What follows belongs to an exercise in optimizing a design on an open flow for small area and a short achievable clock period; a production flow would make more cautious choices. In this exercise RTL edits were held to simulation tests only and were not proved equivalent to the original. Power is estimated from default activity; no workload was simulated.

==> flow/design.v, too long to show whole: its modules and the start of the top module <==
// module addSub: 12 lines
// module mx2i: 8 lines
// module shifter: 30 lines
// module lAoi22: 3 lines
// module lNand3: 3 lines
// module wbBit8: 11 lines
// module wbBit9: 11 lines
// module addSubCore: 245 lines
// module pcAddCore: 226 lines
// module rsAoi: 7 lines
// module rsAnd11: 6 lines
// module rsPort: 15 lines
// module lNand2: 1 lines
// module lNor2: 1 lines
// module lInv: 1 lines
// module lXor2: 1 lines
// module lXnor2: 1 lines
// module lAoi21: 1 lines
// module lOai21: 1 lines
// module lMux2: 1 lines
// module addrAdd: 454 lines
// module pcAdd: 7 lines
// module pcInc: 6 lines
// module rv32Core: 140 lines
module rv32Core #(
    parameter logic [31:0] resetVector = '0
) (
    input  logic        clk,
    input  logic        reset,
    output logic [31:0] pc,
    input  logic [31:0] instruction,
    output logic        we,
    output logic [31:0] addressToMem,
    output logic [31:0] dataToMem,
    input  logic [31:0] dataFromMem
);
  // ...
==> flow/flow/run.sh <==
#!/bin/bash
# The standard layout, with the port buffers inserted as buf_4 instead of the
# resizer's default pick (a slow delay buffer that later repair cannot swap).
set -euo pipefail
bash standard.sh 'BUFFER_PORTS_ARGS=-buffer_cell sky130_fd_sc_hd__buf_4' finish > standard_make.log 2>&1
==> flow/standard.sh <==
#!/bin/bash
# synth_recipe.tcl (not shown) runs the flow's synth.tcl, then flattens the netlist and writes it again
# the make line also repeats each setting of config.mk as NAME=value (left out here)
make -C /OpenROAD-flow-scripts/flow DESIGN_CONFIG=/design/flow/config.mk WORK_HOME=/design/flow/orfs CLKGATE_MAP_FILE= SYNTH_SCRIPT=/design/flow/synth_recipe.tcl "${@:-finish}"
==> flow/config.mk <==
export PLATFORM = sky130hd
export DESIGN_NAME = rv32Core
export DESIGN_NICKNAME = rv32Core
export VERILOG_FILES = /design/flow/design.v
export SDC_FILE = /design/flow/constraint.sdc
export NUM_CORES = 4
export LEC_CHECK = 0
export CAP_MARGIN = 20
export CORE_MARGIN = 2
export CORE_UTILIZATION = 50
export SETUP_SLACK_MARGIN = 3.5
export SLEW_MARGIN = 20
export SYNTH_HIERARCHICAL = 1
export SYNTH_MINIMUM_KEEP_SIZE = 0
==> flow/constraint.sdc <==
create_clock -name core_clock -period 11.0 [get_ports {clk}]
set_input_delay 2.2000 -clock core_clock [delete_from_list [all_inputs] [get_ports {clk}]]
set_output_delay 2.2000 -clock core_clock [all_outputs]
set_load 0.01 [all_outputs]
==> results.ini, run 1 <==
[floorplanning]
core_area_sq_um = 102000
fp-row-count = 117

[layout]
antenna_cells = 5
reg.largest.list = regs (992), pcQ (31)
nNonClkBuffers = 627
finalNonFillerCells = 5991
final_util_pct = 62.9
final_common_cell = edfxtp_1
largest_class = flip-flops and latches

[cts]
hold_buffers = 0
clkTransAtPathRegs_ns = 0.06
clock_sinks = 1023
cts-htree-levels = 3

[pwr]
leakage_nw = 22.5
clock_power_share_pct = 35.2

[timing]
timing.hold.ws_ns = 0.785
timing.fmax_ghz = 0.122

[yosys]
synth_area_leaders = edfxtp_1 58%, a222oi_1 14%, mux2i_1 4.9%
avgSynthCellArea_sq_um = 13.3
yosysMostFrequentCell = edfxtp_1
ys_warn_count = 10

[status]
status = complete, no violations

[detailed_routing]
drt_first_iter_violations = 10797
routedWlPerCell_um = 38.1
drtPass1Iterations = 17

[critical_path]
max_stage_delay_ns = 0.74
r2r_start = regs[28][4]
crit_path_start_kind = primary input

[hold_path]
hp-class = register to register

[global_routing]
overflow = 0
grtUsageMet1_pct = 54.9

==> module addrAdd, before the edit <==
module addrAdd (
    input  logic [31:0] a,
    input  logic [31:0] an,
    input  logic [11:0] imm,
    output logic [31:0] s
);
    logic [11:0] t, immn;
    logic [11:0] g0, p0;
    logic [11:0] g1, p1;
    logic [11:0] g2, p2;
    logic [11:0] g3, p3;
    logic [11:0] g4, p4;
    lInv u1 (.a(imm[0]), .y(immn[0]));
    lNor2 u2 (.a(an[0]), .b(immn[0]), .y(g0[0]));
    lNand2 u3 (.a(an[0]), .b(immn[0]), .y(p0[0]));
    lXnor2 u4 (.a(an[0]), .b(imm[0]), .y(t[0]));
    lInv u5 (.a(imm[1]), .y(immn[1]));
    lNor2 u6 (.a(an[1]), .b(immn[1]), .y(g0[1]));
    lNand2 u7 (.a(an[1]), .b(immn[1]), .y(p0[1]));
    lXnor2 u8 (.a(an[1]), .b(imm[1]), .y(t[1]));
    lInv u9 (.a(imm[2]), .y(immn[2]));
    lNor2 u10 (.a(an[2]), .b(immn[2]), .y(g0[2]));
    lNand2 u11 (.a(an[2]), .b(immn[2]), .y(p0[2]));
    lXnor2 u12 (.a(an[2]), .b(imm[2]), .y(t[2]));
    lInv u13 (.a(imm[3]), .y(immn[3]));
    lNor2 u14 (.a(an[3]), .b(immn[3]), .y(g0[3]));
    lNand2 u15 (.a(an[3]), .b(immn[3]), .y(p0[3]));
    lXnor2 u16 (.a(an[3]), .b(imm[3]), .y(t[3]));
    lInv u17 (.a(imm[4]), .y(immn[4]));
    lNor2 u18 (.a(an[4]), .b(immn[4]), .y(g0[4]));
    lNand2 u19 (.a(an[4]), .b(immn[4]), .y(p0[4]));
    lXnor2 u20 (.a(an[4]), .b(imm[4]), .y(t[4]));
    lInv u21 (.a(imm[5]), .y(immn[5]));
    lNor2 u22 (.a(an[5]), .b(immn[5]), .y(g0[5]));
    lNand2 u23 (.a(an[5]), .b(immn[5]), .y(p0[5]));
    lXnor2 u24 (.a(an[5]), .b(imm[5]), .y(t[5]));
    lInv u25 (.a(imm[6]), .y(immn[6]));
    lNor2 u26 (.a(an[6]), .b(immn[6]), .y(g0[6]));
    lNand2 u27 (.a(an[6]), .b(immn[6]), .y(p0[6]));
    lXnor2 u28 (.a(an[6]), .b(imm[6]), .y(t[6]));
    lInv u29 (.a(imm[7]), .y(immn[7]));
    lNor2 u30 (.a(an[7]), .b(immn[7]), .y(g0[7]));
    lNand2 u31 (.a(an[7]), .b(immn[7]), .y(p0[7]));
    lXnor2 u32 (.a(an[7]), .b(imm[7]), .y(t[7]));
    lInv u33 (.a(imm[8]), .y(immn[8]));
    lNor2 u34 (.a(an[8]), .b(immn[8]), .y(g0[8]));
    lNand2 u35 (.a(an[8]), .b(immn[8]), .y(p0[8]));
    lXnor2 u36 (.a(an[8]), .b(imm[8]), .y(t[8]));
    lInv u37 (.a(imm[9]), .y(immn[9]));
    lNor2 u38 (.a(an[9]), .b(immn[9]), .y(g0[9]));
    lNand2 u39 (.a(an[9]), .b(immn[9]), .y(p0[9]));
    lXnor2 u40 (.a(an[9]), .b(imm[9]), .y(t[9]));
    lInv u41 (.a(imm[10]), .y(immn[10]));
    lNor2 u42 (.a(an[10]), .b(immn[10]), .y(g0[10]));
    lNand2 u43 (.a(an[10]), .b(immn[10]), .y(p0[10]));
    lXnor2 u44 (.a(an[10]), .b(imm[10]), .y(t[10]));
    lInv u45 (.a(imm[11]), .y(immn[11]));
    lNor2 u46 (.a(an[11]), .b(immn[11]), .y(g0[11]));
    lNand2 u47 (.a(an[11]), .b(immn[11]), .y(p0[11]));
    lXnor2 u48 (.a(an[11]), .b(imm[11]), .y(t[11]));
    lInv u49 (.a(g0[0]), .y(g1[0]));
    lAoi21 u50 (.a1(p0[1]), .a2(g0[0]), .b(g0[1]), .y(g1[1]));
    lAoi21 u51 (.a1(p0[2]), .a2(g0[1]), .b(g0[2]), .y(g1[2]));
    lNand2 u52 (.a(p0[2]), .b(p0[1]), .y(p1[2]));
    lAoi21 u53 (.a1(p0[3]), .a2(g0[2]), .b(g0[3]), .y(g1[3]));
    lNand2 u54 (.a(p0[3]), .b(p0[2]), .y(p1[3]));
    lAoi21 u55 (.a1(p0[4]), .a2(g0[3]), .b(g0[4]), .y(g1[4]));
    lNand2 u56 (.a(p0[4]), .b(p0[3]), .y(p1[4]));
    lAoi21 u57 (.a1(p0[5]), .a2(g0[4]), .b(g0[5]), .y(g1[5]));
    lNand2 u58 (.a(p0[5]), .b(p0[4]), .y(p1[5]));
    lAoi21 u59 (.a1(p0[6]), .a2(g0[5]), .b(g0[6]), .y(g1[6]));
    lNand2 u60 (.a(p0[6]), .b(p0[5]), .y(p1[6]));
    lAoi21 u61 (.a1(p0[7]), .a2(g0[6]), .b(g0[7]), .y(g1[7]));
    lNand2 u62 (.a(p0[7]), .b(p0[6]), .y(p1[7]));
    lAoi21 u63 (.a1(p0[8]), .a2(g0[7]), .b(g0[8]), .y(g1[8]));
    lNand2 u64 (.a(p0[8]), .b(p0[7]), .y(p1[8]));
    lAoi21 u65 (.a1(p0[9]), .a2(g0[8]), .b(g0[9]), .y(g1[9]));
    lNand2 u66 (.a(p0[9]), .b(p0[8]), .y(p1[9]));
    lAoi21 u67 (.a1(p0[10]), .a2(g0[9]), .b(g0[10]), .y(g1[10]));
    lNand2 u68 (.a(p0[10]), .b(p0[9]), .y(p1[10]));
    lAoi21 u69 (.a1(p0[11]), .a2(g0[10]), .b(g0[11]), .y(g1[11]));
    lNand2 u70 (.a(p0[11]), .b(p0[10]), .y(p1[11]));
    lInv u71 (.a(g1[0]), .y(g2[0]));
    lInv u72 (.a(g1[1]), .y(g2[1]));
    lOai21 u73 (.a1(p1[2]), .a2(g1[0]), .b(g1[2]), .y(g2[2]));
    lOai21 u74 (.a1(p1[3]), .a2(g1[1]), .b(g1[3]), .y(g2[3]));
    lOai21 u75 (.a1(p1[4]), .a2(g1[2]), .b(g1[4]), .y(g2[4]));
    lNor2 u76 (.a(p1[4]), .b(p1[2]), .y(p2[4]));
    lOai21 u77 (.a1(p1[5]), .a2(g1[3]), .b(g1[5]), .y(g2[5]));
    lNor2 u78 (.a(p1[5]), .b(p1[3]), .y(p2[5]));
    lOai21 u79 (.a1(p1[6]), .a2(g1[4]), .b(g1[6]), .y(g2[6]));
    lNor2 u80 (.a(p1[6]), .b(p1[4]), .y(p2[6]));
    lOai21 u81 (.a1(p1[7]), .a2(g1[5]), .b(g1[7]), .y(g2[7]));
    lNor2 u82 (.a(p1[7]), .b(p1[5]), .y(p2[7]));
    lOai21 u83 (.a1(p1[8]), .a2(g1[6]), .b(g1[8]), .y(g2[8]));
    lNor2 u84 (.a(p1[8]), .b(p1[6]), .y(p2[8]));
    lOai21 u85 (.a1(p1[9]), .a2(g1[7]), .b(g1[9]), .y(g2[9]));
    lNor2 u86 (.a(p1[9]), .b(p1[7]), .y(p2[9]));
    lOai21 u87 (.a1(p1[10]), .a2(g1[8]), .b(g1[10]), .y(g2[10]));
    lNor2 u88 (.a(p1[10]), .b(p1[8]), .y(p2[10]));
    lOai21 u89 (.a1(p1[11]), .a2(g1[9]), .b(g1[11]), .y(g2[11]));
    lNor2 u90 (.a(p1[11]), .b(p1[9]), .y(p2[11]));
    lInv u91 (.a(g2[0]), .y(g3[0]));
    lInv u92 (.a(g2[1]), .y(g3[1]));
    lInv u93 (.a(g2[2]), .y(g3[2]));
    lInv u94 (.a(g2[3]), .y(g3[3]));
    lAoi21 u95 (.a1(p2[4]), .a2(g2[0]), .b(g2[4]), .y(g3[4]));
    lAoi21 u96 (.a1(p2[5]), .a2(g2[1]), .b(g2[5]), .y(g3[5]));
    lAoi21 u97 (.a1(p2[6]), .a2(g2[2]), .b(g2[6]), .y(g3[6]));
    lAoi21 u98 (.a1(p2[7]), .a2(g2[3]), .b(g2[7]), .y(g3[7]));
    lAoi21 u99 (.a1(p2[8]), .a2(g2[4]), .b(g2[8]), .y(g3[8]));
    lNand2 u100 (.a(p2[8]), .b(p2[4]), .y(p3[8]));
    lAoi21 u101 (.a1(p2[9]), .a2(g2[5]), .b(g2[9]), .y(g3[9]));
    lNand2 u102 (.a(p2[9]), .b(p2[5]), .y(p3[9]));
    lAoi21 u103 (.a1(p2[10]), .a2(g2[6]), .b(g2[10]), .y(g3[10]));
    lNand2 u104 (.a(p2[10]), .b(p2[6]), .y(p3[10]));
    lAoi21 u105 (.a1(p2[11]), .a2(g2[7]), .b(g2[11]), .y(g3[11]));
    lNand2 u106 (.a(p2[11]), .b(p2[7]), .y(p3[11]));
    lInv u107 (.a(g3[0]), .y(g4[0]));
    lInv u108 (.a(g3[1]), .y(g4[1]));
    lInv u109 (.a(g3[2]), .y(g4[2]));
    lInv u110 (.a(g3[3]), .y(g4[3]));
    lInv u111 (.a(g3[4]), .y(g4[4]));
    lInv u112 (.a(g3[5]), .y(g4[5]));
    lInv u113 (.a(g3[6]), .y(g4[6]));
    lInv u114 (.a(g3[7]), .y(g4[7]));
    lOai21 u115 (.a1(p3[8]), .a2(g3[0]), .b(g3[8]), .y(g4[8]));
    lOai21 u116 (.a1(p3[9]), .a2(g3[1]), .b(g3[9]), .y(g4[9]));
    lOai21 u117 (.a1(p3[10]), .a2(g3[2]), .b(g3[10]), .y(g4[10]));
    lOai21 u118 (.a1(p3[11]), .a2(g3[3]), .b(g3[11]), .y(g4[11]));
    assign s[0] = t[0];
    lXor2 u119 (.a(t[1]), .b(g4[0]), .y(s[1]));
    lXor2 u120 (.a(t[2]), .b(g4[1]), .y(s[2]));
    lXor2 u121 (.a(t[3]), .b(g4[2]), .y(s[3]));
    lXor2 u122 (.a(t[4]), .b(g4[3]), .y(s[4]));
    lXor2 u123 (.a(t[5]), .b(g4[4]), .y(s[5]));
    lXor2 u124 (.a(t[6]), .b(g4[5]), .y(s[6]));
    lXor2 u125 (.a(t[7]), .b(g4[6]), .y(s[7]));
    lXor2 u126 (.a(t[8]), .b(g4[7]), .y(s[8]));
    lXor2 u127 (.a(t[9]), .b(g4[8]), .y(s[9]));
    lXor2 u128 (.a(t[10]), .b(g4[9]), .y(s[10]));
    lXor2 u129 (.a(t[11]), .b(g4[10]), .y(s[11]));
    logic [19:0] ha0, ho0;
    logic [19:0] ha1, ho1;
    logic [19:0] ha2, ho2;
    logic [19:0] ha3, ho3;
    logic [19:0] ha4, ho4;
    logic [19:0] ha5, ho5;
    assign ha0 = an[31:12];
    assign ho0 = an[31:12];
    lInv u130 (.a(ha0[0]), .y(ha1[0]));
    lInv u131 (.a(ho0[0]), .y(ho1[0]));
    lNor2 u132 (.a(ha0[1]), .b(ha0[0]), .y(ha1[1]));
    lNand2 u133 (.a(ho0[1]), .b(ho0[0]), .y(ho1[1]));
    lNor2 u134 (.a(ha0[2]), .b(ha0[1]), .y(ha1[2]));
    lNand2 u135 (.a(ho0[2]), .b(ho0[1]), .y(ho1[2]));
    lNor2 u136 (.a(ha0[3]), .b(ha0[2]), .y(ha1[3]));
    lNand2 u137 (.a(ho0[3]), .b(ho0[2]), .y(ho1[3]));
    lNor2 u138 (.a(ha0[4]), .b(ha0[3]), .y(ha1[4]));
    lNand2 u139 (.a(ho0[4]), .b(ho0[3]), .y(ho1[4]));
    lNor2 u140 (.a(ha0[5]), .b(ha0[4]), .y(ha1[5]));
    lNand2 u141 (.a(ho0[5]), .b(ho0[4]), .y(ho1[5]));
    lNor2 u142 (.a(ha0[6]), .b(ha0[5]), .y(ha1[6]));
    lNand2 u143 (.a(ho0[6]), .b(ho0[5]), .y(ho1[6]));
    lNor2 u144 (.a(ha0[7]), .b(ha0[6]), .y(ha1[7]));
    lNand2 u145 (.a(ho0[7]), .b(ho0[6]), .y(ho1[7]));
    lNor2 u146 (.a(ha0[8]), .b(ha0[7]), .y(ha1[8]));
    lNand2 u147 (.a(ho0[8]), .b(ho0[7]), .y(ho1[8]));
    lNor2 u148 (.a(ha0[9]), .b(ha0[8]), .y(ha1[9]));
    lNand2 u149 (.a(ho0[9]), .b(ho0[8]), .y(ho1[9]));
    lNor2 u150 (.a(ha0[10]), .b(ha0[9]), .y(ha1[10]));
    lNand2 u151 (.a(ho0[10]), .b(ho0[9]), .y(ho1[10]));
    lNor2 u152 (.a(ha0[11]), .b(ha0[10]), .y(ha1[11]));
    lNand2 u153 (.a(ho0[11]), .b(ho0[10]), .y(ho1[11]));
    lNor2 u154 (.a(ha0[12]), .b(ha0[11]), .y(ha1[12]));
    lNand2 u155 (.a(ho0[12]), .b(ho0[11]), .y(ho1[12]));
    lNor2 u156 (.a(ha0[13]), .b(ha0[12]), .y(ha1[13]));
    lNand2 u157 (.a(ho0[13]), .b(ho0[12]), .y(ho1[13]));
    lNor2 u158 (.a(ha0[14]), .b(ha0[13]), .y(ha1[14]));
    lNand2 u159 (.a(ho0[14]), .b(ho0[13]), .y(ho1[14]));
    lNor2 u160 (.a(ha0[15]), .b(ha0[14]), .y(ha1[15]));
    lNand2 u161 (.a(ho0[15]), .b(ho0[14]), .y(ho1[15]));
    lNor2 u162 (.a(ha0[16]), .b(ha0[15]), .y(ha1[16]));
    lNand2 u163 (.a(ho0[16]), .b(ho0[15]), .y(ho1[16]));
    lNor2 u164 (.a(ha0[17]), .b(ha0[16]), .y(ha1[17]));
    lNand2 u165 (.a(ho0[17]), .b(ho0[16]), .y(ho1[17]));
    lNor2 u166 (.a(ha0[18]), .b(ha0[17]), .y(ha1[18]));
    lNand2 u167 (.a(ho0[18]), .b(ho0[17]), .y(ho1[18]));
    lNor2 u168 (.a(ha0[19]), .b(ha0[18]), .y(ha1[19]));
    lNand2 u169 (.a(ho0[19]), .b(ho0[18]), .y(ho1[19]));
    lInv u170 (.a(ha1[0]), .y(ha2[0]));
    lInv u171 (.a(ho1[0]), .y(ho2[0]));
    lInv u172 (.a(ha1[1]), .y(ha2[1]));
    lInv u173 (.a(ho1[1]), .y(ho2[1]));
    lNand2 u174 (.a(ha1[2]), .b(ha1[0]), .y(ha2[2]));
    lNor2 u175 (.a(ho1[2]), .b(ho1[0]), .y(ho2[2]));
    lNand2 u176 (.a(ha1[3]), .b(ha1[1]), .y(ha2[3]));
    lNor2 u177 (.a(ho1[3]), .b(ho1[1]), .y(ho2[3]));
    lNand2 u178 (.a(ha1[4]), .b(ha1[2]), .y(ha2[4]));
    lNor2 u179 (.a(ho1[4]), .b(ho1[2]), .y(ho2[4]));
    lNand2 u180 (.a(ha1[5]), .b(ha1[3]), .y(ha2[5]));
    lNor2 u181 (.a(ho1[5]), .b(ho1[3]), .y(ho2[5]));
    lNand2 u182 (.a(ha1[6]), .b(ha1[4]), .y(ha2[6]));
    lNor2 u183 (.a(ho1[6]), .b(ho1[4]), .y(ho2[6]));
    lNand2 u184 (.a(ha1[7]), .b(ha1[5]), .y(ha2[7]));
    lNor2 u185 (.a(ho1[7]), .b(ho1[5]), .y(ho2[7]));
    lNand2 u186 (.a(ha1[8]), .b(ha1[6]), .y(ha2[8]));
    lNor2 u187 (.a(ho1[8]), .b(ho1[6]), .y(ho2[8]));
    lNand2 u188 (.a(ha1[9]), .b(ha1[7]), .y(ha2[9]));
    lNor2 u189 (.a(ho1[9]), .b(ho1[7]), .y(ho2[9]));
    lNand2 u190 (.a(ha1[10]), .b(ha1[8]), .y(ha2[10]));
    lNor2 u191 (.a(ho1[10]), .b(ho1[8]), .y(ho2[10]));
    lNand2 u192 (.a(ha1[11]), .b(ha1[9]), .y(ha2[11]));
    lNor2 u193 (.a(ho1[11]), .b(ho1[9]), .y(ho2[11]));
    lNand2 u194 (.a(ha1[12]), .b(ha1[10]), .y(ha2[12]));
    lNor2 u195 (.a(ho1[12]), .b(ho1[10]), .y(ho2[12]));
    lNand2 u196 (.a(ha1[13]), .b(ha1[11]), .y(ha2[13]));
    lNor2 u197 (.a(ho1[13]), .b(ho1[11]), .y(ho2[13]));
    lNand2 u198 (.a(ha1[14]), .b(ha1[12]), .y(ha2[14]));
    lNor2 u199 (.a(ho1[14]), .b(ho1[12]), .y(ho2[14]));
    lNand2 u200 (.a(ha1[15]), .b(ha1[13]), .y(ha2[15]));
    lNor2 u201 (.a(ho1[15]), .b(ho1[13]), .y(ho2[15]));
    lNand2 u202 (.a(ha1[16]), .b(ha1[14]), .y(ha2[16]));
    lNor2 u203 (.a(ho1[16]), .b(ho1[14]), .y(ho2[16]));
    lNand2 u204 (.a(ha1[17]), .b(ha1[15]), .y(ha2[17]));
    lNor2 u205 (.a(ho1[17]), .b(ho1[15]), .y(ho2[17]));
    lNand2 u206 (.a(ha1[18]), .b(ha1[16]), .y(ha2[18]));
    lNor2 u207 (.a(ho1[18]), .b(ho1[16]), .y(ho2[18]));
    lNand2 u208 (.a(ha1[19]), .b(ha1[17]), .y(ha2[19]));
    lNor2 u209 (.a(ho1[19]), .b(ho1[17]), .y(ho2[19]));
    lInv u210 (.a(ha2[0]), .y(ha3[0]));
    lInv u211 (.a(ho2[0]), .y(ho3[0]));
    lInv u212 (.a(ha2[1]), .y(ha3[1]));
    lInv u213 (.a(ho2[1]), .y(ho3[1]));
    lInv u214 (.a(ha2[2]), .y(ha3[2]));
    lInv u215 (.a(ho2[2]), .y(ho3[2]));
    lInv u216 (.a(ha2[3]), .y(ha3[3]));
    lInv u217 (.a(ho2[3]), .y(ho3[3]));
    lNor2 u218 (.a(ha2[4]), .b(ha2[0]), .y(ha3[4]));
    lNand2 u219 (.a(ho2[4]), .b(ho2[0]), .y(ho3[4]));
    lNor2 u220 (.a(ha2[5]), .b(ha2[1]), .y(ha3[5]));
    lNand2 u221 (.a(ho2[5]), .b(ho2[1]), .y(ho3[5]));
    lNor2 u222 (.a(ha2[6]), .b(ha2[2]), .y(ha3[6]));
    lNand2 u223 (.a(ho2[6]), .b(ho2[2]), .y(ho3[6]));
    lNor2 u224 (.a(ha2[7]), .b(ha2[3]), .y(ha3[7]));
    lNand2 u225 (.a(ho2[7]), .b(ho2[3]), .y(ho3[7]));
    lNor2 u226 (.a(ha2[8]), .b(ha2[4]), .y(ha3[8]));
    lNand2 u227 (.a(ho2[8]), .b(ho2[4]), .y(ho3[8]));
    lNor2 u228 (.a(ha2[9]), .b(ha2[5]), .y(ha3[9]));
    lNand2 u229 (.a(ho2[9]), .b(ho2[5]), .y(ho3[9]));
    lNor2 u230 (.a(ha2[10]), .b(ha2[6]), .y(ha3[10]));
    lNand2 u231 (.a(ho2[10]), .b(ho2[6]), .y(ho3[10]));
    lNor2 u232 (.a(ha2[11]), .b(ha2[7]), .y(ha3[11]));
    lNand2 u233 (.a(ho2[11]), .b(ho2[7]), .y(ho3[11]));
    lNor2 u234 (.a(ha2[12]), .b(ha2[8]), .y(ha3[12]));
    lNand2 u235 (.a(ho2[12]), .b(ho2[8]), .y(ho3[12]));
    lNor2 u236 (.a(ha2[13]), .b(ha2[9]), .y(ha3[13]));
    lNand2 u237 (.a(ho2[13]), .b(ho2[9]), .y(ho3[13]));
    lNor2 u238 (.a(ha2[14]), .b(ha2[10]), .y(ha3[14]));
    lNand2 u239 (.a(ho2[14]), .b(ho2[10]), .y(ho3[14]));
    lNor2 u240 (.a(ha2[15]), .b(ha2[11]), .y(ha3[15]));
    lNand2 u241 (.a(ho2[15]), .b(ho2[11]), .y(ho3[15]));
    lNor2 u242 (.a(ha2[16]), .b(ha2[12]), .y(ha3[16]));
    lNand2 u243 (.a(ho2[16]), .b(ho2[12]), .y(ho3[16]));
    lNor2 u244 (.a(ha2[17]), .b(ha2[13]), .y(ha3[17]));
    lNand2 u245 (.a(ho2[17]), .b(ho2[13]), .y(ho3[17]));
    lNor2 u246 (.a(ha2[18]), .b(ha2[14]), .y(ha3[18]));
    lNand2 u247 (.a(ho2[18]), .b(ho2[14]), .y(ho3[18]));
    lNor2 u248 (.a(ha2[19]), .b(ha2[15]), .y(ha3[19]));
    lNand2 u249 (.a(ho2[19]), .b(ho2[15]), .y(ho3[19]));
    lInv u250 (.a(ha3[0]), .y(ha4[0]));
    lInv u251 (.a(ho3[0]), .y(ho4[0]));
    lInv u252 (.a(ha3[1]), .y(ha4[1]));
    lInv u253 (.a(ho3[1]), .y(ho4[1]));
    lInv u254 (.a(ha3[2]), .y(ha4[2]));
    lInv u255 (.a(ho3[2]), .y(ho4[2]));
    lInv u256 (.a(ha3[3]), .y(ha4[3]));
    lInv u257 (.a(ho3[3]), .y(ho4[3]));
    lInv u258 (.a(ha3[4]), .y(ha4[4]));
    lInv u259 (.a(ho3[4]), .y(ho4[4]));
    lInv u260 (.a(ha3[5]), .y(ha4[5]));
    lInv u261 (.a(ho3[5]), .y(ho4[5]));
    lInv u262 (.a(ha3[6]), .y(ha4[6]));
    lInv u263 (.a(ho3[6]), .y(ho4[6]));
    lInv u264 (.a(ha3[7]), .y(ha4[7]));
    lInv u265 (.a(ho3[7]), .y(ho4[7]));
    lNand2 u266 (.a(ha3[8]), .b(ha3[0]), .y(ha4[8]));
    lNor2 u267 (.a(ho3[8]), .b(ho3[0]), .y(ho4[8]));
    lNand2 u268 (.a(ha3[9]), .b(ha3[1]), .y(ha4[9]));
    lNor2 u269 (.a(ho3[9]), .b(ho3[1]), .y(ho4[9]));
    lNand2 u270 (.a(ha3[10]), .b(ha3[2]), .y(ha4[10]));
    lNor2 u271 (.a(ho3[10]), .b(ho3[2]), .y(ho4[10]));
    lNand2 u272 (.a(ha3[11]), .b(ha3[3]), .y(ha4[11]));
    lNor2 u273 (.a(ho3[11]), .b(ho3[3]), .y(ho4[11]));
    lNand2 u274 (.a(ha3[12]), .b(ha3[4]), .y(ha4[12]));
    lNor2 u275 (.a(ho3[12]), .b(ho3[4]), .y(ho4[12]));
    lNand2 u276 (.a(ha3[13]), .b(ha3[5]), .y(ha4[13]));
    lNor2 u277 (.a(ho3[13]), .b(ho3[5]), .y(ho4[13]));
    lNand2 u278 (.a(ha3[14]), .b(ha3[6]), .y(ha4[14]));
    lNor2 u279 (.a(ho3[14]), .b(ho3[6]), .y(ho4[14]));
    lNand2 u280 (.a(ha3[15]), .b(ha3[7]), .y(ha4[15]));
    lNor2 u281 (.a(ho3[15]), .b(ho3[7]), .y(ho4[15]));
    lNand2 u282 (.a(ha3[16]), .b(ha3[8]), .y(ha4[16]));
    lNor2 u283 (.a(ho3[16]), .b(ho3[8]), .y(ho4[16]));
    lNand2 u284 (.a(ha3[17]), .b(ha3[9]), .y(ha4[17]));
    lNor2 u285 (.a(ho3[17]), .b(ho3[9]), .y(ho4[17]));
    lNand2 u286 (.a(ha3[18]), .b(ha3[10]), .y(ha4[18]));
    lNor2 u287 (.a(ho3[18]), .b(ho3[10]), .y(ho4[18]));
    lNand2 u288 (.a(ha3[19]), .b(ha3[11]), .y(ha4[19]));
    lNor2 u289 (.a(ho3[19]), .b(ho3[11]), .y(ho4[19]));
    lInv u290 (.a(ha4[0]), .y(ha5[0]));
    lInv u291 (.a(ho4[0]), .y(ho5[0]));
    lInv u292 (.a(ha4[1]), .y(ha5[1]));
    lInv u293 (.a(ho4[1]), .y(ho5[1]));
    lInv u294 (.a(ha4[2]), .y(ha5[2]));
    lInv u295 (.a(ho4[2]), .y(ho5[2]));
    lInv u296 (.a(ha4[3]), .y(ha5[3]));
    lInv u297 (.a(ho4[3]), .y(ho5[3]));
    lInv u298 (.a(ha4[4]), .y(ha5[4]));
    lInv u299 (.a(ho4[4]), .y(ho5[4]));
    lInv u300 (.a(ha4[5]), .y(ha5[5]));
    lInv u301 (.a(ho4[5]), .y(ho5[5]));
    lInv u302 (.a(ha4[6]), .y(ha5[6]));
    lInv u303 (.a(ho4[6]), .y(ho5[6]));
    lInv u304 (.a(ha4[7]), .y(ha5[7]));
    lInv u305 (.a(ho4[7]), .y(ho5[7]));
    lInv u306 (.a(ha4[8]), .y(ha5[8]));
    lInv u307 (.a(ho4[8]), .y(ho5[8]));
    lInv u308 (.a(ha4[9]), .y(ha5[9]));
    lInv u309 (.a(ho4[9]), .y(ho5[9]));
    lInv u310 (.a(ha4[10]), .y(ha5[10]));
    lInv u311 (.a(ho4[10]), .y(ho5[10]));
    lInv u312 (.a(ha4[11]), .y(ha5[11]));
    lInv u313 (.a(ho4[11]), .y(ho5[11]));
    lInv u314 (.a(ha4[12]), .y(ha5[12]));
    lInv u315 (.a(ho4[12]), .y(ho5[12]));
    lInv u316 (.a(ha4[13]), .y(ha5[13]));
    lInv u317 (.a(ho4[13]), .y(ho5[13]));
    lInv u318 (.a(ha4[14]), .y(ha5[14]));
    lInv u319 (.a(ho4[14]), .y(ho5[14]));
    lInv u320 (.a(ha4[15]), .y(ha5[15]));
    lInv u321 (.a(ho4[15]), .y(ho5[15]));
    lNor2 u322 (.a(ha4[16]), .b(ha4[0]), .y(ha5[16]));
    lNand2 u323 (.a(ho4[16]), .b(ho4[0]), .y(ho5[16]));
    lNor2 u324 (.a(ha4[17]), .b(ha4[1]), .y(ha5[17]));
    lNand2 u325 (.a(ho4[17]), .b(ho4[1]), .y(ho5[17]));
    lNor2 u326 (.a(ha4[18]), .b(ha4[2]), .y(ha5[18]));
    lNand2 u327 (.a(ho4[18]), .b(ho4[2]), .y(ho5[18]));
    lNor2 u328 (.a(ha4[19]), .b(ha4[3]), .y(ha5[19]));
    lNand2 u329 (.a(ho4[19]), .b(ho4[3]), .y(ho5[19]));
    logic [19:0] inc, dec, hp, hn;
    assign inc[0] = an[12];
    assign dec[0] = an[12];
    lXnor2 u330 (.a(an[13]), .b(ha5[0]), .y(inc[1]));
    lXor2 u331 (.a(an[13]), .b(ho5[0]), .y(dec[1]));
    lXnor2 u332 (.a(an[14]), .b(ha5[1]), .y(inc[2]));
    lXor2 u333 (.a(an[14]), .b(ho5[1]), .y(dec[2]));
    lXnor2 u334 (.a(an[15]), .b(ha5[2]), .y(inc[3]));
    lXor2 u335 (.a(an[15]), .b(ho5[2]), .y(dec[3]));
    lXnor2 u336 (.a(an[16]), .b(ha5[3]), .y(inc[4]));
    lXor2 u337 (.a(an[16]), .b(ho5[3]), .y(dec[4]));
    lXnor2 u338 (.a(an[17]), .b(ha5[4]), .y(inc[5]));
    lXor2 u339 (.a(an[17]), .b(ho5[4]), .y(dec[5]));
    lXnor2 u340 (.a(an[18]), .b(ha5[5]), .y(inc[6]));
    lXor2 u341 (.a(an[18]), .b(ho5[5]), .y(dec[6]));
    lXnor2 u342 (.a(an[19]), .b(ha5[6]), .y(inc[7]));
    lXor2 u343 (.a(an[19]), .b(ho5[6]), .y(dec[7]));
    lXnor2 u344 (.a(an[20]), .b(ha5[7]), .y(inc[8]));
    lXor2 u345 (.a(an[20]), .b(ho5[7]), .y(dec[8]));
    lXnor2 u346 (.a(an[21]), .b(ha5[8]), .y(inc[9]));
    lXor2 u347 (.a(an[21]), .b(ho5[8]), .y(dec[9]));
    lXnor2 u348 (.a(an[22]), .b(ha5[9]), .y(inc[10]));
    lXor2 u349 (.a(an[22]), .b(ho5[9]), .y(dec[10]));
    lXnor2 u350 (.a(an[23]), .b(ha5[10]), .y(inc[11]));
    lXor2 u351 (.a(an[23]), .b(ho5[10]), .y(dec[11]));
    lXnor2 u352 (.a(an[24]), .b(ha5[11]), .y(inc[12]));
    lXor2 u353 (.a(an[24]), .b(ho5[11]), .y(dec[12]));
    lXnor2 u354 (.a(an[25]), .b(ha5[12]), .y(inc[13]));
    lXor2 u355 (.a(an[25]), .b(ho5[12]), .y(dec[13]));
    lXnor2 u356 (.a(an[26]), .b(ha5[13]), .y(inc[14]));
    lXor2 u357 (.a(an[26]), .b(ho5[13]), .y(dec[14]));
    lXnor2 u358 (.a(an[27]), .b(ha5[14]), .y(inc[15]));
    lXor2 u359 (.a(an[27]), .b(ho5[14]), .y(dec[15]));
    lXnor2 u360 (.a(an[28]), .b(ha5[15]), .y(inc[16]));
    lXor2 u361 (.a(an[28]), .b(ho5[15]), .y(dec[16]));
    lXnor2 u362 (.a(an[29]), .b(ha5[16]), .y(inc[17]));
    lXor2 u363 (.a(an[29]), .b(ho5[16]), .y(dec[17]));
    lXnor2 u364 (.a(an[30]), .b(ha5[17]), .y(inc[18]));
    lXor2 u365 (.a(an[30]), .b(ho5[17]), .y(dec[18]));
    lXnor2 u366 (.a(an[31]), .b(ha5[18]), .y(inc[19]));
    lXor2 u367 (.a(an[31]), .b(ho5[18]), .y(dec[19]));
    logic c12;
    assign c12 = g4[11];
    mx2i u368 (.a(inc[0]), .b(a[12]), .s(imm[11]), .y(hp[0]));
    mx2i u369 (.a(a[12]), .b(dec[0]), .s(imm[11]), .y(hn[0]));
    mx2i u370 (.a(hn[0]), .b(hp[0]), .s(c12), .y(s[12]));
    mx2i u371 (.a(inc[1]), .b(a[13]), .s(imm[11]), .y(hp[1]));
    mx2i u372 (.a(a[13]), .b(dec[1]), .s(imm[11]), .y(hn[1]));
    mx2i u373 (.a(hn[1]), .b(hp[1]), .s(c12), .y(s[13]));
    mx2i u374 (.a(inc[2]), .b(a[14]), .s(imm[11]), .y(hp[2]));
    mx2i u375 (.a(a[14]), .b(dec[2]), .s(imm[11]), .y(hn[2]));
    mx2i u376 (.a(hn[2]), .b(hp[2]), .s(c12), .y(s[14]));
    mx2i u377 (.a(inc[3]), .b(a[15]), .s(imm[11]), .y(hp[3]));
    mx2i u378 (.a(a[15]), .b(dec[3]), .s(imm[11]), .y(hn[3]));
    mx2i u379 (.a(hn[3]), .b(hp[3]), .s(c12), .y(s[15]));
    mx2i u380 (.a(inc[4]), .b(a[16]), .s(imm[11]), .y(hp[4]));
    mx2i u381 (.a(a[16]), .b(dec[4]), .s(imm[11]), .y(hn[4]));
    mx2i u382 (.a(hn[4]), .b(hp[4]), .s(c12), .y(s[16]));
    mx2i u383 (.a(inc[5]), .b(a[17]), .s(imm[11]), .y(hp[5]));
    mx2i u384 (.a(a[17]), .b(dec[5]), .s(imm[11]), .y(hn[5]));
    mx2i u385 (.a(hn[5]), .b(hp[5]), .s(c12), .y(s[17]));
    mx2i u386 (.a(inc[6]), .b(a[18]), .s(imm[11]), .y(hp[6]));
    mx2i u387 (.a(a[18]), .b(dec[6]), .s(imm[11]), .y(hn[6]));
    mx2i u388 (.a(hn[6]), .b(hp[6]), .s(c12), .y(s[18]));
    mx2i u389 (.a(inc[7]), .b(a[19]), .s(imm[11]), .y(hp[7]));
    mx2i u390 (.a(a[19]), .b(dec[7]), .s(imm[11]), .y(hn[7]));
    mx2i u391 (.a(hn[7]), .b(hp[7]), .s(c12), .y(s[19]));
    mx2i u392 (.a(inc[8]), .b(a[20]), .s(imm[11]), .y(hp[8]));
    mx2i u393 (.a(a[20]), .b(dec[8]), .s(imm[11]), .y(hn[8]));
    mx2i u394 (.a(hn[8]), .b(hp[8]), .s(c12), .y(s[20]));
    mx2i u395 (.a(inc[9]), .b(a[21]), .s(imm[11]), .y(hp[9]));
    mx2i u396 (.a(a[21]), .b(dec[9]), .s(imm[11]), .y(hn[9]));
    mx2i u397 (.a(hn[9]), .b(hp[9]), .s(c12), .y(s[21]));
    mx2i u398 (.a(inc[10]), .b(a[22]), .s(imm[11]), .y(hp[10]));
    mx2i u399 (.a(a[22]), .b(dec[10]), .s(imm[11]), .y(hn[10]));
    mx2i u400 (.a(hn[10]), .b(hp[10]), .s(c12), .y(s[22]));
    mx2i u401 (.a(inc[11]), .b(a[23]), .s(imm[11]), .y(hp[11]));
    mx2i u402 (.a(a[23]), .b(dec[11]), .s(imm[11]), .y(hn[11]));
    mx2i u403 (.a(hn[11]), .b(hp[11]), .s(c12), .y(s[23]));
    mx2i u404 (.a(inc[12]), .b(a[24]), .s(imm[11]), .y(hp[12]));
    mx2i u405 (.a(a[24]), .b(dec[12]), .s(imm[11]), .y(hn[12]));
    mx2i u406 (.a(hn[12]), .b(hp[12]), .s(c12), .y(s[24]));
    mx2i u407 (.a(inc[13]), .b(a[25]), .s(imm[11]), .y(hp[13]));
    mx2i u408 (.a(a[25]), .b(dec[13]), .s(imm[11]), .y(hn[13]));
    mx2i u409 (.a(hn[13]), .b(hp[13]), .s(c12), .y(s[25]));
    mx2i u410 (.a(inc[14]), .b(a[26]), .s(imm[11]), .y(hp[14]));
    mx2i u411 (.a(a[26]), .b(dec[14]), .s(imm[11]), .y(hn[14]));
    mx2i u412 (.a(hn[14]), .b(hp[14]), .s(c12), .y(s[26]));
    mx2i u413 (.a(inc[15]), .b(a[27]), .s(imm[11]), .y(hp[15]));
    mx2i u414 (.a(a[27]), .b(dec[15]), .s(imm[11]), .y(hn[15]));
    mx2i u415 (.a(hn[15]), .b(hp[15]), .s(c12), .y(s[27]));
    mx2i u416 (.a(inc[16]), .b(a[28]), .s(imm[11]), .y(hp[16]));
    mx2i u417 (.a(a[28]), .b(dec[16]), .s(imm[11]), .y(hn[16]));
    mx2i u418 (.a(hn[16]), .b(hp[16]), .s(c12), .y(s[28]));
    mx2i u419 (.a(inc[17]), .b(a[29]), .s(imm[11]), .y(hp[17]));
    mx2i u420 (.a(a[29]), .b(dec[17]), .s(imm[11]), .y(hn[17]));
    mx2i u421 (.a(hn[17]), .b(hp[17]), .s(c12), .y(s[29]));
    mx2i u422 (.a(inc[18]), .b(a[30]), .s(imm[11]), .y(hp[18]));
    mx2i u423 (.a(a[30]), .b(dec[18]), .s(imm[11]), .y(hn[18]));
    mx2i u424 (.a(hn[18]), .b(hp[18]), .s(c12), .y(s[30]));
    mx2i u425 (.a(inc[19]), .b(a[31]), .s(imm[11]), .y(hp[19]));
    mx2i u426 (.a(a[31]), .b(dec[19]), .s(imm[11]), .y(hn[19]));
    mx2i u427 (.a(hn[19]), .b(hp[19]), .s(c12), .y(s[31]));
endmodule
==> inputs of run 2 (changes only) <==
--- a/flow/design.v
+++ b/flow/design.v
@@ -985,66 +985,69 @@
     lXnor2 u366 (.a(an[31]), .b(ha5[18]), .y(inc[19]));
     lXor2 u367 (.a(an[31]), .b(ho5[18]), .y(dec[19]));
-    logic c12;
-    assign c12 = g4[11];
-    mx2i u368 (.a(inc[0]), .b(a[12]), .s(imm[11]), .y(hp[0]));
-    mx2i u369 (.a(a[12]), .b(dec[0]), .s(imm[11]), .y(hn[0]));
-    mx2i u370 (.a(hn[0]), .b(hp[0]), .s(c12), .y(s[12]));
-    mx2i u371 (.a(inc[1]), .b(a[13]), .s(imm[11]), .y(hp[1]));
-    mx2i u372 (.a(a[13]), .b(dec[1]), .s(imm[11]), .y(hn[1]));
-    mx2i u373 (.a(hn[1]), .b(hp[1]), .s(c12), .y(s[13]));
-    mx2i u374 (.a(inc[2]), .b(a[14]), .s(imm[11]), .y(hp[2]));
-    mx2i u375 (.a(a[14]), .b(dec[2]), .s(imm[11]), .y(hn[2]));
-    mx2i u376 (.a(hn[2]), .b(hp[2]), .s(c12), .y(s[14]));
-    mx2i u377 (.a(inc[3]), .b(a[15]), .s(imm[11]), .y(hp[3]));
-    mx2i u378 (.a(a[15]), .b(dec[3]), .s(imm[11]), .y(hn[3]));
-    mx2i u379 (.a(hn[3]), .b(hp[3]), .s(c12), .y(s[15]));
-    mx2i u380 (.a(inc[4]), .b(a[16]), .s(imm[11]), .y(hp[4]));
-    mx2i u381 (.a(a[16]), .b(dec[4]), .s(imm[11]), .y(hn[4]));
-    mx2i u382 (.a(hn[4]), .b(hp[4]), .s(c12), .y(s[16]));
-    mx2i u383 (.a(inc[5]), .b(a[17]), .s(imm[11]), .y(hp[5]));
-    mx2i u384 (.a(a[17]), .b(dec[5]), .s(imm[11]), .y(hn[5]));
-    mx2i u385 (.a(hn[5]), .b(hp[5]), .s(c12), .y(s[17]));
-    mx2i u386 (.a(inc[6]), .b(a[18]), .s(imm[11]), .y(hp[6]));
-    mx2i u387 (.a(a[18]), .b(dec[6]), .s(imm[11]), .y(hn[6]));
-    mx2i u388 (.a(hn[6]), .b(hp[6]), .s(c12), .y(s[18]));
-    mx2i u389 (.a(inc[7]), .b(a[19]), .s(imm[11]), .y(hp[7]));
-    mx2i u390 (.a(a[19]), .b(dec[7]), .s(imm[11]), .y(hn[7]));
-    mx2i u391 (.a(hn[7]), .b(hp[7]), .s(c12), .y(s[19]));
-    mx2i u392 (.a(inc[8]), .b(a[20]), .s(imm[11]), .y(hp[8]));
-    mx2i u393 (.a(a[20]), .b(dec[8]), .s(imm[11]), .y(hn[8]));
-    mx2i u394 (.a(hn[8]), .b(hp[8]), .s(c12), .y(s[20]));
-    mx2i u395 (.a(inc[9]), .b(a[21]), .s(imm[11]), .y(hp[9]));
-    mx2i u396 (.a(a[21]), .b(dec[9]), .s(imm[11]), .y(hn[9]));
-    mx2i u397 (.a(hn[9]), .b(hp[9]), .s(c12), .y(s[21]));
-    mx2i u398 (.a(inc[10]), .b(a[22]), .s(imm[11]), .y(hp[10]));
-    mx2i u399 (.a(a[22]), .b(dec[10]), .s(imm[11]), .y(hn[10]));
-    mx2i u400 (.a(hn[10]), .b(hp[10]), .s(c12), .y(s[22]));
-    mx2i u401 (.a(inc[11]), .b(a[23]), .s(imm[11]), .y(hp[11]));
-    mx2i u402 (.a(a[23]), .b(dec[11]), .s(imm[11]), .y(hn[11]));
-    mx2i u403 (.a(hn[11]), .b(hp[11]), .s(c12), .y(s[23]));
-    mx2i u404 (.a(inc[12]), .b(a[24]), .s(imm[11]), .y(hp[12]));
-    mx2i u405 (.a(a[24]), .b(dec[12]), .s(imm[11]), .y(hn[12]));
-    mx2i u406 (.a(hn[12]), .b(hp[12]), .s(c12), .y(s[24]));
-    mx2i u407 (.a(inc[13]), .b(a[25]), .s(imm[11]), .y(hp[13]));
-    mx2i u408 (.a(a[25]), .b(dec[13]), .s(imm[11]), .y(hn[13]));
-    mx2i u409 (.a(hn[13]), .b(hp[13]), .s(c12), .y(s[25]));
-    mx2i u410 (.a(inc[14]), .b(a[26]), .s(imm[11]), .y(hp[14]));
-    mx2i u411 (.a(a[26]), .b(dec[14]), .s(imm[11]), .y(hn[14]));
-    mx2i u412 (.a(hn[14]), .b(hp[14]), .s(c12), .y(s[26]));
-    mx2i u413 (.a(inc[15]), .b(a[27]), .s(imm[11]), .y(hp[15]));
-    mx2i u414 (.a(a[27]), .b(dec[15]), .s(imm[11]), .y(hn[15]));
-    mx2i u415 (.a(hn[15]), .b(hp[15]), .s(c12), .y(s[27]));
-    mx2i u416 (.a(inc[16]), .b(a[28]), .s(imm[11]), .y(hp[16]));
-    mx2i u417 (.a(a[28]), .b(dec[16]), .s(imm[11]), .y(hn[16]));
-    mx2i u418 (.a(hn[16]), .b(hp[16]), .s(c12), .y(s[28]));
-    mx2i u419 (.a(inc[17]), .b(a[29]), .s(imm[11]), .y(hp[17]));
-    mx2i u420 (.a(a[29]), .b(dec[17]), .s(imm[11]), .y(hn[17]));
-    mx2i u421 (.a(hn[17]), .b(hp[17]), .s(c12), .y(s[29]));
-    mx2i u422 (.a(inc[18]), .b(a[30]), .s(imm[11]), .y(hp[18]));
-    mx2i u423 (.a(a[30]), .b(dec[18]), .s(imm[11]), .y(hn[18]));
-    mx2i u424 (.a(hn[18]), .b(hp[18]), .s(c12), .y(s[30]));
-    mx2i u425 (.a(inc[19]), .b(a[31]), .s(imm[11]), .y(hp[19]));
-    mx2i u426 (.a(a[31]), .b(dec[19]), .s(imm[11]), .y(hn[19]));
-    mx2i u427 (.a(hn[19]), .b(hp[19]), .s(c12), .y(s[31]));
+    logic [3:0] c12;
+    lOai21 u368 (.a1(p3[11]), .a2(g3[3]), .b(g3[11]), .y(c12[0]));
+    lOai21 u369 (.a1(p3[11]), .a2(g3[3]), .b(g3[11]), .y(c12[1]));
+    lOai21 u370 (.a1(p3[11]), .a2(g3[3]), .b(g3[11]), .y(c12[2]));
+    lOai21 u371 (.a1(p3[11]), .a2(g3[3]), .b(g3[11]), .y(c12[3]));
+    mx2i u372 (.a(inc[0]), .b(a[12]), .s(imm[11]), .y(hp[0]));
+    mx2i u373 (.a(a[12]), .b(dec[0]), .s(imm[11]), .y(hn[0]));
+    mx2i u374 (.a(hn[0]), .b(hp[0]), .s(c12[0]), .y(s[12]));
+    mx2i u375 (.a(inc[1]), .b(a[13]), .s(imm[11]), .y(hp[1]));
+    mx2i u376 (.a(a[13]), .b(dec[1]), .s(imm[11]), .y(hn[1]));
+    mx2i u377 (.a(hn[1]), .b(hp[1]), .s(c12[0]), .y(s[13]));
+    mx2i u378 (.a(inc[2]), .b(a[14]), .s(imm[11]), .y(hp[2]));
+    mx2i u379 (.a(a[14]), .b(dec[2]), .s(imm[11]), .y(hn[2]));
+    mx2i u380 (.a(hn[2]), .b(hp[2]), .s(c12[0]), .y(s[14]));
+    mx2i u381 (.a(inc[3]), .b(a[15]), .s(imm[11]), .y(hp[3]));
+    mx2i u382 (.a(a[15]), .b(dec[3]), .s(imm[11]), .y(hn[3]));
+    mx2i u383 (.a(hn[3]), .b(hp[3]), .s(c12[0]), .y(s[15]));
+    mx2i u384 (.a(inc[4]), .b(a[16]), .s(imm[11]), .y(hp[4]));
+    mx2i u385 (.a(a[16]), .b(dec[4]), .s(imm[11]), .y(hn[4]));
+    mx2i u386 (.a(hn[4]), .b(hp[4]), .s(c12[0]), .y(s[16]));
+    mx2i u387 (.a(inc[5]), .b(a[17]), .s(imm[11]), .y(hp[5]));
+    mx2i u388 (.a(a[17]), .b(dec[5]), .s(imm[11]), .y(hn[5]));
+    mx2i u389 (.a(hn[5]), .b(hp[5]), .s(c12[1]), .y(s[17]));
+    mx2i u390 (.a(inc[6]), .b(a[18]), .s(imm[11]), .y(hp[6]));
+    mx2i u391 (.a(a[18]), .b(dec[6]), .s(imm[11]), .y(hn[6]));
+    mx2i u392 (.a(hn[6]), .b(hp[6]), .s(c12[1]), .y(s[18]));
+    mx2i u393 (.a(inc[7]), .b(a[19]), .s(imm[11]), .y(hp[7]));
+    mx2i u394 (.a(a[19]), .b(dec[7]), .s(imm[11]), .y(hn[7]));
+    mx2i u395 (.a(hn[7]), .b(hp[7]), .s(c12[1]), .y(s[19]));
+    mx2i u396 (.a(inc[8]), .b(a[20]), .s(imm[11]), .y(hp[8]));
+    mx2i u397 (.a(a[20]), .b(dec[8]), .s(imm[11]), .y(hn[8]));
+    mx2i u398 (.a(hn[8]), .b(hp[8]), .s(c12[1]), .y(s[20]));
+    mx2i u399 (.a(inc[9]), .b(a[21]), .s(imm[11]), .y(hp[9]));
+    mx2i u400 (.a(a[21]), .b(dec[9]), .s(imm[11]), .y(hn[9]));
+    mx2i u401 (.a(hn[9]), .b(hp[9]), .s(c12[1]), .y(s[21]));
+    mx2i u402 (.a(inc[10]), .b(a[22]), .s(imm[11]), .y(hp[10]));
+    mx2i u403 (.a(a[22]), .b(dec[10]), .s(imm[11]), .y(hn[10]));
+    mx2i u404 (.a(hn[10]), .b(hp[10]), .s(c12[2]), .y(s[22]));
+    mx2i u405 (.a(inc[11]), .b(a[23]), .s(imm[11]), .y(hp[11]));
+    mx2i u406 (.a(a[23]), .b(dec[11]), .s(imm[11]), .y(hn[11]));
+    mx2i u407 (.a(hn[11]), .b(hp[11]), .s(c12[2]), .y(s[23]));
+    mx2i u408 (.a(inc[12]), .b(a[24]), .s(imm[11]), .y(hp[12]));
+    mx2i u409 (.a(a[24]), .b(dec[12]), .s(imm[11]), .y(hn[12]));
+    mx2i u410 (.a(hn[12]), .b(hp[12]), .s(c12[2]), .y(s[24]));
+    mx2i u411 (.a(inc[13]), .b(a[25]), .s(imm[11]), .y(hp[13]));
+    mx2i u412 (.a(a[25]), .b(dec[13]), .s(imm[11]), .y(hn[13]));
+    mx2i u413 (.a(hn[13]), .b(hp[13]), .s(c12[2]), .y(s[25]));
+    mx2i u414 (.a(inc[14]), .b(a[26]), .s(imm[11]), .y(hp[14]));
+    mx2i u415 (.a(a[26]), .b(dec[14]), .s(imm[11]), .y(hn[14]));
+    mx2i u416 (.a(hn[14]), .b(hp[14]), .s(c12[2]), .y(s[26]));
+    mx2i u417 (.a(inc[15]), .b(a[27]), .s(imm[11]), .y(hp[15]));
+    mx2i u418 (.a(a[27]), .b(dec[15]), .s(imm[11]), .y(hn[15]));
+    mx2i u419 (.a(hn[15]), .b(hp[15]), .s(c12[3]), .y(s[27]));
+    mx2i u420 (.a(inc[16]), .b(a[28]), .s(imm[11]), .y(hp[16]));
+    mx2i u421 (.a(a[28]), .b(dec[16]), .s(imm[11]), .y(hn[16]));
+    mx2i u422 (.a(hn[16]), .b(hp[16]), .s(c12[3]), .y(s[28]));
+    mx2i u423 (.a(inc[17]), .b(a[29]), .s(imm[11]), .y(hp[17]));
+    mx2i u424 (.a(a[29]), .b(dec[17]), .s(imm[11]), .y(hn[17]));
+    mx2i u425 (.a(hn[17]), .b(hp[17]), .s(c12[3]), .y(s[29]));
+    mx2i u426 (.a(inc[18]), .b(a[30]), .s(imm[11]), .y(hp[18]));
+    mx2i u427 (.a(a[30]), .b(dec[18]), .s(imm[11]), .y(hn[18]));
+    mx2i u428 (.a(hn[18]), .b(hp[18]), .s(c12[3]), .y(s[30]));
+    mx2i u429 (.a(inc[19]), .b(a[31]), .s(imm[11]), .y(hp[19]));
+    mx2i u430 (.a(a[31]), .b(dec[19]), .s(imm[11]), .y(hn[19]));
+    mx2i u431 (.a(hn[19]), .b(hp[19]), .s(c12[3]), .y(s[31]));
 endmodule
 `timescale 1ns/10ps
--- a/flow/config.mk
+++ b/flow/config.mk
@@ -9,5 +9,5 @@
 export CORE_MARGIN = 2
 export CORE_UTILIZATION = 50
-export SETUP_SLACK_MARGIN = 3.5
+export SETUP_SLACK_MARGIN = 3.6
 export SLEW_MARGIN = 20
 export SYNTH_HIERARCHICAL = 1
==> run 2 against run 1 <==
Effect of this change:
- the layout now fails its checks (slew limit)
- setup slack improved by 0.055 ns
- critical path depth down 3
- final cell count increased by 0.20%
- non-clock buffer count decreased by 3
- wire length increased by 2.8%
- worst hold slack about the same
- first-iteration DRC count shrank 0.96%
- largest cell class unchanged
- clock skew fell by 0.010 ns
- register-to-register slack got worse by 0.20 ns
==> results.ini, run 2 <==
[status]
status = finished with violations  ; was complete, no violations
so_faults = slew limit

[layout]
largest_reg_flops = 992  ; unchanged
multi_input_area_sq_um = 22500  ; was 22100 sq um
regArea_sq_um = 30400  ; unchanged
area.growth.synth_to_final_pct = 26.1  ; was 24.8%
final_common_cell = edfxtp_1  ; unchanged
final_cell_mix = 992 x edfxtp_1, 705 x a222oi_1, 493 x buf_4  ; was 992 x edfxtp_1, 705 x a222oi_1, 511 x buf_4
num-fill-cells = 7724  ; was 7883
reg.largest.list = regs (992), pcQ (31)  ; unchanged
fin_nets = 4607  ; was 4597
top_register = regs  ; unchanged
drive_gt1_share_pct = 26.8  ; was 26.5%

[yosys]
synth_seq_cells = 1023  ; unchanged
synth.distinct_cells = 53  ; unchanged
synth_seq_area_share_pct = 59.4  ; about the same
yosysMostFrequentCell = edfxtp_1  ; unchanged
avgSynthCellArea_sq_um = 13.3  ; about the same
synth_common_cells = 992 x edfxtp_1, 705 x a222oi_1, 289 x nand2_1  ; unchanged
synth_area_leaders = edfxtp_1 58%, a222oi_1 14%, mux2i_1 4.9%  ; unchanged
synth-edff-count = 992  ; unchanged
yosysTopAreaCellShare_pct = 58.2  ; about the same
ys_warn_count = 10  ; unchanged
synth_cells = 3864  ; was 3861
netlist_area_sq_um = 51200  ; about the same
async_flop_share_pct = 0  ; unchanged
synthFlopType = edfxtp_1  ; unchanged
yosysTopAreaCell = edfxtp_1  ; unchanged

[critical_path]
max_stage_delay_ns = 0.74  ; about the same
path_cells = buf_16 -> nand2b_4 -> nor4_4 -> buf_12 -> a222oi_1 -> nand4_1 -> nor3_4 -> buf_4 -> buf_4 -> nor2_1 -> nand2_1 -> inv_1 -> inv_1 -> inv_1 -> xnor2_1 -> mux2i_1 -> mux2i_4 -> buf_6  ; was buf_16 -> nand3b_1 -> nor3_4 -> buf_12 -> buf_12 -> buf_4 -> a222oi_1 -> nand4_1 -> nor3_2 -> buf_6 -> buf_6 -> nor2_1 -> nand2_1 -> nor2_1 -> nand2_1 -> inv_1 -> xnor2_1 -> mux2i_1 -> mux2i_1 -> buf_4 -> buf_6
crit_slowest_cell = nand4_1  ; unchanged
cpMostUsedCell = inv_1  ; was buf_6
cp-startpoint = instruction[16]  ; was instruction[15]
crit_path_start_kind = primary input  ; unchanged
r2r_start = regs[28][1]  ; was regs[28][4]
crit_path_max_fanout = 6  ; was 5
arrival_ns = 5.96  ; was 6.01 ns
criticalPathCategory = primary input to primary output  ; unchanged
critPathRequiredTime_ns = 8.80  ; about the same
critPathCaptureType = primary output  ; unchanged

[job]
maxCapViolCount = 0  ; unchanged

[cts]
cts_inserted_buffers = 104  ; was 103
clock_latency_ns = 0.74  ; about the same
root_buffer = clkbuf_16  ; unchanged
cts_tree = yes  ; unchanged
cts-htree-levels = 3  ; unchanged
clk_path_buf_depth = 3  ; unchanged
clock_sinks = 1023  ; unchanged
clkTransAtPathRegs_ns = 0.06  ; about the same

[timing]
rsz0062_at_grt = yes  ; unchanged
timing.fmax_ghz = 0.123  ; was 0.122 GHz
setup_viol = 0  ; unchanged
maxSlewViolCount = 2  ; was 0
period_share_pct = 74.2  ; was 74.7%
min_period_ns = 8.16  ; was 8.21 ns
fin_skew_ns = 0.0368  ; was 0.0471 ns
hold_viol = 0  ; unchanged
worst_pin_slew_ns = 1.68  ; was 1.39 ns
fin_tns_setup_ns = 0  ; unchanged
max_slew_margin_pct = -12.1  ; was 7.61%

[pwr]
power_per_cell_area_nw_per_um2 = 157  ; about the same
combPwrFrac_pct = 22.7  ; was 22.1%
ir_worst_vdd_mv = 0.154  ; was 0.144 mV
leakage_nw = 22.8  ; was 22.5 nW
sw_frac_of_total_pct = 29.6  ; was 29.5%
clock_power_share_pct = 35.1  ; was 35.2%
seqPwrFrac_pct = 42.1  ; was 42.7%
internal-power_w = 0.00714  ; was 0.00705 W
p_switching_w = 0.00300  ; was 0.00295 W
power_w = 0.0101  ; was 0.0100 W

[place]
dpl.hpwl_mm = 143  ; was 147 mm
port_buffers = 161  ; unchanged
gp_routability_congestion = 1.01  ; was 0.981

[detailed_routing]
vias_per_cell = 7.48  ; was 7.37
vias = 44926  ; was 44170
routed_wl_mm = 235  ; was 229 mm
antenna_left = 0  ; unchanged
drtPass1Iterations = 12  ; was 17
drt_first_iter_violations = 10693  ; was 10797
routedWlPerCell_um = 39.1  ; was 38.1 um
drc = 0  ; unchanged

[global_routing]
grt_pass1_wl_mm = 309  ; about the same
first_global_vias = 40681  ; was 40527
grt_max_degree = 70  ; was 63
antenna_found_initial = 10  ; unchanged
grt_use_total_pct = 42.2  ; about the same
overflow = 0  ; unchanged

[hold_path]
hp-class = register to register  ; unchanged
min_from = pcQ[1]  ; unchanged

[floorplanning]
fp.dieH_um = 324  ; about the same
fp-row-count = 117  ; unchanged
core_area_sq_um = 102000  ; about the same
die_area_sq_um = 105000  ; about the same
initial_utilization_pct = 50.3  ; was 50.4%
die_w_um = 324  ; about the same
ios = 163  ; unchanged

[run 2: cell types whose count changed after synthesis, sizes merged]
cell | before | now
o21ai | 68 | 71
[run 2: path summary, 6_finish.rpt]
path / cells after the start / to / slack, ns
worst max-delay path: 18 / addressToMem[15] / 2.84
worst min-delay path: 2 / pcQ[1] / 0.78
worst max register to register: 16 / regs[31][2] / 5.10
worst min register to register: 2 / pcQ[1] / 0.78
[run 2: metal layers]
layer	share of wire [%]	vias up	GRT usage, %
li1	-	18086	-
met1	34	21910	55.4
met2	42	4108	61.2
met3	16	818	13.1
met4	8.5	4	26.0
met5	0.092	-	0
[run 2: metrics by stage]
step | worst slack (ns) | instance area [sq um] | std cells | utilization (%) | hold WS (ns)
detailed placement | 1.53 | 56400 | 5486 | 55.4 | 0.759
global route | 2.76 | 64600 | 5997 | 63.4 | 0.814
floorplan | 3.60 | 52000 | 3869 | - | 0.695
global placement | 1.15 | 56400 | 5486 | 55.4 | 0.745
finish | 2.84 | 64600 | 6003 | 63.5 | 0.785
CTS | 3.08 | 62500 | 5853 | 61.4 | 0.773
[run 2: power groups by stage]
stage / sequential (W) / clock [W] / combinational [W]
after detailed placement: 0.00435 / 0 / 0.00175
after floorplan: 0.00435 / 0 / 0.00106
after global routing: 0.00427 / 0.00373 / 0.00237
final: 0.00427 / 0.00356 / 0.00231
after global placement: 0.00435 / 0 / 0.00175
after CTS: 0.00427 / 0.00357 / 0.00206
[run 2: critical path: cells and delay by family]
| kind | cells | cell delay (ns) |
|---|---|---|
| AND/OR/NAND/NOR | 6 | 1.47 |
| buffers and inverters | 8 | 1.02 |
| AO/OA/AOI/OAI | 1 | 0.51 |
| multiplexers | 2 | 0.44 |
| XOR/XNOR | 1 | 0.25 |
[run 2: logic make-up (layout without fill, tap and decap cells)]
kind of cell / Yosys count / in the layout / synth area share (%)
AO/OA/AOI/OAI: 974 / 974 / 18.0
XOR/XNOR: 248 / 248 / 4.24
adder cells (fa/ha/maj): 1 / 1 / 0.0244
buffers and inverters: 257 / 1001 / 2.13
flip-flops: 1023 / 1023 / 59.4
multiplexers: 259 / 259 / 5.08
other: 1 / 12 / 0.00732
AND/OR/NAND/NOR: 1101 / 1117 / 11.2
[run 2: what timing repair did]
| action | 4_1_cts | 5_1_grt |
|---|---|---|
| setup endpoints to repair | 1081 | 1020 |
| pin swaps | 116 | 109 |
| buffers inserted | 161 | 123 |
| resized for setup | 204 | 180 |
| endpoints found under the hold margin | 0 | 0 |
| cloned | 11 | 17 |
| hold buffers | 0 | 0 |
[run 2: area by class of cell]
cell class | count | area share [%]
diodes | 6 | 0.0233
inverters | 182 | 1.08
well taps | 1368 | 2.65
clock buffers | 132 | 4.33
multi-input cells | 2605 | 34.9
repair buffers | 624 | 9.03
flip-flops and latches | 1023 | 47.1
clock inverters | 63 | 0.920
[run 2: Yosys stat by module, one instance, submodules excluded, a selection]
module / cells / flip-flops and latches / area [sq um] / copies in the design
rsAnd11: 4 / 0 / 27.5 / 64
lMux2: 1 / 0 / 15.0 / 1
lAoi22: 1 / 0 / 12.5 / 31
rsAoi: 1 / 0 / 10.0 / 705
shifter: 2 / 0 / 10.0 / 1
mx2i: 1 / 0 / 10.0 / 252
lXor2: 1 / 0 / 8.76 / 126
pcAddCore: 1 / 0 / 7.51 / 1
rsPort: 1 / 0 / 3.75 / 64
lNor2: 1 / 0 / 3.75 / 170
lNand2: 1 / 0 / 3.75 / 176
==> inputs of run 3 (changes only) <==
--- a/flow/config.mk
+++ b/flow/config.mk
@@ -13,2 +13,3 @@
 export SYNTH_HIERARCHICAL = 1
 export SYNTH_MINIMUM_KEEP_SIZE = 0
+export TNS_END_PERCENT = 10
==> run 3 against run 2 <==
Effect of this change:
- now clean on timing, DRC and antenna
- non-clock buffer count rose by 5
- sequential share of layout area rose by 0.32 points
- global-route usage rose by 0.69 points
- worst hold slack improved by 0.018 ns
- synthesized cell count did not move
- final area fell by 0.68%
- clock power barely moved
- critical path type unchanged
- setup slack got worse by 0.0087 ns
- first-iteration DRC count fell by 2.6%
- critical endpoint unchanged
- wire length fell by 1.2%
==> results.ini, run 3 <==
[floorplanning]
fp.dieH_um = 324  ; unchanged
initial_utilization_pct = 50.3  ; unchanged

[yosys]
synth_area_leaders = edfxtp_1 58%, a222oi_1 14%, mux2i_1 4.9%  ; unchanged
async_flop_share_pct = 0  ; unchanged
synth_cells = 3864  ; unchanged
ys_warn_count = 10  ; unchanged

[cts]
root_buffer = clkbuf_16  ; unchanged
cts_inserted_buffers = 105  ; was 104
clock_latency_ns = 0.74  ; about the same

[detailed_routing]
drc = 0  ; unchanged
routed_wl_mm = 232  ; was 235 mm
vias = 44641  ; was 44926
drtPass1Iterations = 15  ; was 12
vias_per_cell = 7.45  ; was 7.48
routedWlPerCell_um = 38.7  ; was 39.1 um

[timing]
hold_viol = 0  ; unchanged
setup_viol = 0  ; unchanged
maxSlewViolCount = 0  ; was 2
timing.fmax_ghz = 0.122  ; was 0.123 GHz
worst_pin_slew_ns = 1.17  ; was 1.68 ns

[critical_path]
arrival_ns = 5.97  ; was 5.96 ns
crit_path_max_fanout = 8  ; was 6
critPathCaptureType = primary output  ; unchanged
crit_slowest_cell = a222oi_1  ; was nand4_1
max_stage_delay_ns = 0.59  ; was 0.74 ns

[status]
status = complete, no violations  ; was finished with violations

[place]
gp_routability_congestion = 1.01  ; about the same
post-place-ws_ns = 1.22  ; was 1.53 ns

[global_routing]
antenna_found_initial = 9  ; was 10

[job]
maxCapViolCount = 0  ; unchanged

[pwr]
power_w = 0.0100  ; was 0.0101 W
power_per_cell_area_nw_per_um2 = 156  ; was 157 nW/um^2
ir_worst_vdd_mv = 0.135  ; was 0.154 mV

[layout]
drive_gt1_share_pct = 26.3  ; was 26.8%

[run 3: cell counts after synthesis]
Identical to the previous run, type by type.
[run 3: through the flow]
stage | cell area [sq um] | instances | hold slack, ns | util, %
2_1_floorplan | 52000 | 3869 | 0.695 | -
3_3_place_gp | 56300 | 5485 | 0.787 | 55.4
3_5_place_dp | 56300 | 5485 | 0.784 | 55.4
4_1_cts | 62900 | 5907 | 0.808 | 61.9
5_1_grt | 64100 | 5986 | 0.872 | 63.0
6_report | 64100 | 5992 | 0.802 | 63.0
[run 3: logic make-up (layout without fill, tap and decap cells)]
| kind of cell | Yosys count | after routing | share of synthesized area, % |
|---|---|---|---|
| simple gates | 1101 | 1109 | 11.2 |
| flops | 1023 | 1023 | 59.4 |
| compound gates | 974 | 974 | 18.0 |
| mux | 259 | 259 | 5.08 |
| buf+inv | 257 | 998 | 2.13 |
| xor+xnor | 248 | 248 | 4.24 |
| fa+ha+maj | 1 | 1 | 0.0244 |
| other cells | 1 | 12 | 0.00732 |
[run 3: what timing repair did]
action	CTS	global route
setup endpoints to repair	1082	658
hold endpoints to repair	0	0
hold buffers	0	0
pin swaps	164	84
gates cloned	15	5
setup buffers	220	73
resized for setup	224	101
[run 3: worst max-delay path: cells and delay by family]
| family | cells | cell delay, ns |
|---|---|---|
| AND/OR/NAND/NOR | 5 | 1.20 |
| buffers and inverters | 8 | 1.16 |
| AO/OA/AOI/OAI | 4 | 1.01 |
| multiplexers | 1 | 0.35 |
[run 3: final timing paths]
kind | cells after the start | from | to | slack [ns]
setup / recovery | 18 | instruction[17] | addressToMem[15] | 2.83
hold / removal | 2 | pcQ[1] | pcQ[1] | 0.80
setup reg to reg | 16 | regs[1][16] | regs[13][4] | 4.90
hold reg to reg | 2 | pcQ[1] | pcQ[1] | 0.80
[run 3: metal layers]
layer	vias up	wire length [um]	track usage, %
li1	18040	-	-
met1	21847	79300	54.7
met2	3894	98500	62.7
met3	854	35400	14.5
met4	6	18900	27.6
met5	-	121	0
[run 3: per-module statistics from Yosys, one instance, submodules excluded, excerpt]
module	area, sq um	flip-flops and latches	times used	cells inside
mx2i	10.0	0	252	1
lMux2	15.0	0	1	1
addSubCore	72.6	0	1	12
addrAdd	7.51	0	1	1
addSub	355	0	1	37
rsPort	3.75	0	64	1
rv32Core	33600	1023	1	1575
pcInc	556	0	1	77
rsAoi	10.0	0	705	1
lXnor2	8.76	0	62	1
shifter	10.0	0	1	2
lNor2	3.75	0	170	1
lOai21	5.00	0	71	1
[run 3: cell type report]
type,instances,area [sq um],area share (%)
antenna,6,15.0,0.0234
clock buffer,130,2720,4.24
clock inverter,57,589,0.919
inverter,182,686,1.07
multi-input combinational,2597,22200,34.6
sequential,1023,30400,47.4
tap,1368,1710,2.67
timing repair buffer,629,5810,9.06
[run 3: power breakdown]
group | total (W) | internal, W | switching [W]
registers | 0.00427 | 0.00427 | 0.00000400
clock network | 0.00353 | 0.00195 | 0.00158
logic | 0.00221 | 0.000805 | 0.00141

Check on run 3: ideal ports give 2.835 ns setup slack; a clkbuf_16 on the clock port and buf_2 on the inputs give 2.516 ns; moving port delays by the midpoint clock arrival (0.789 ns) as well gives 2.048 ns.
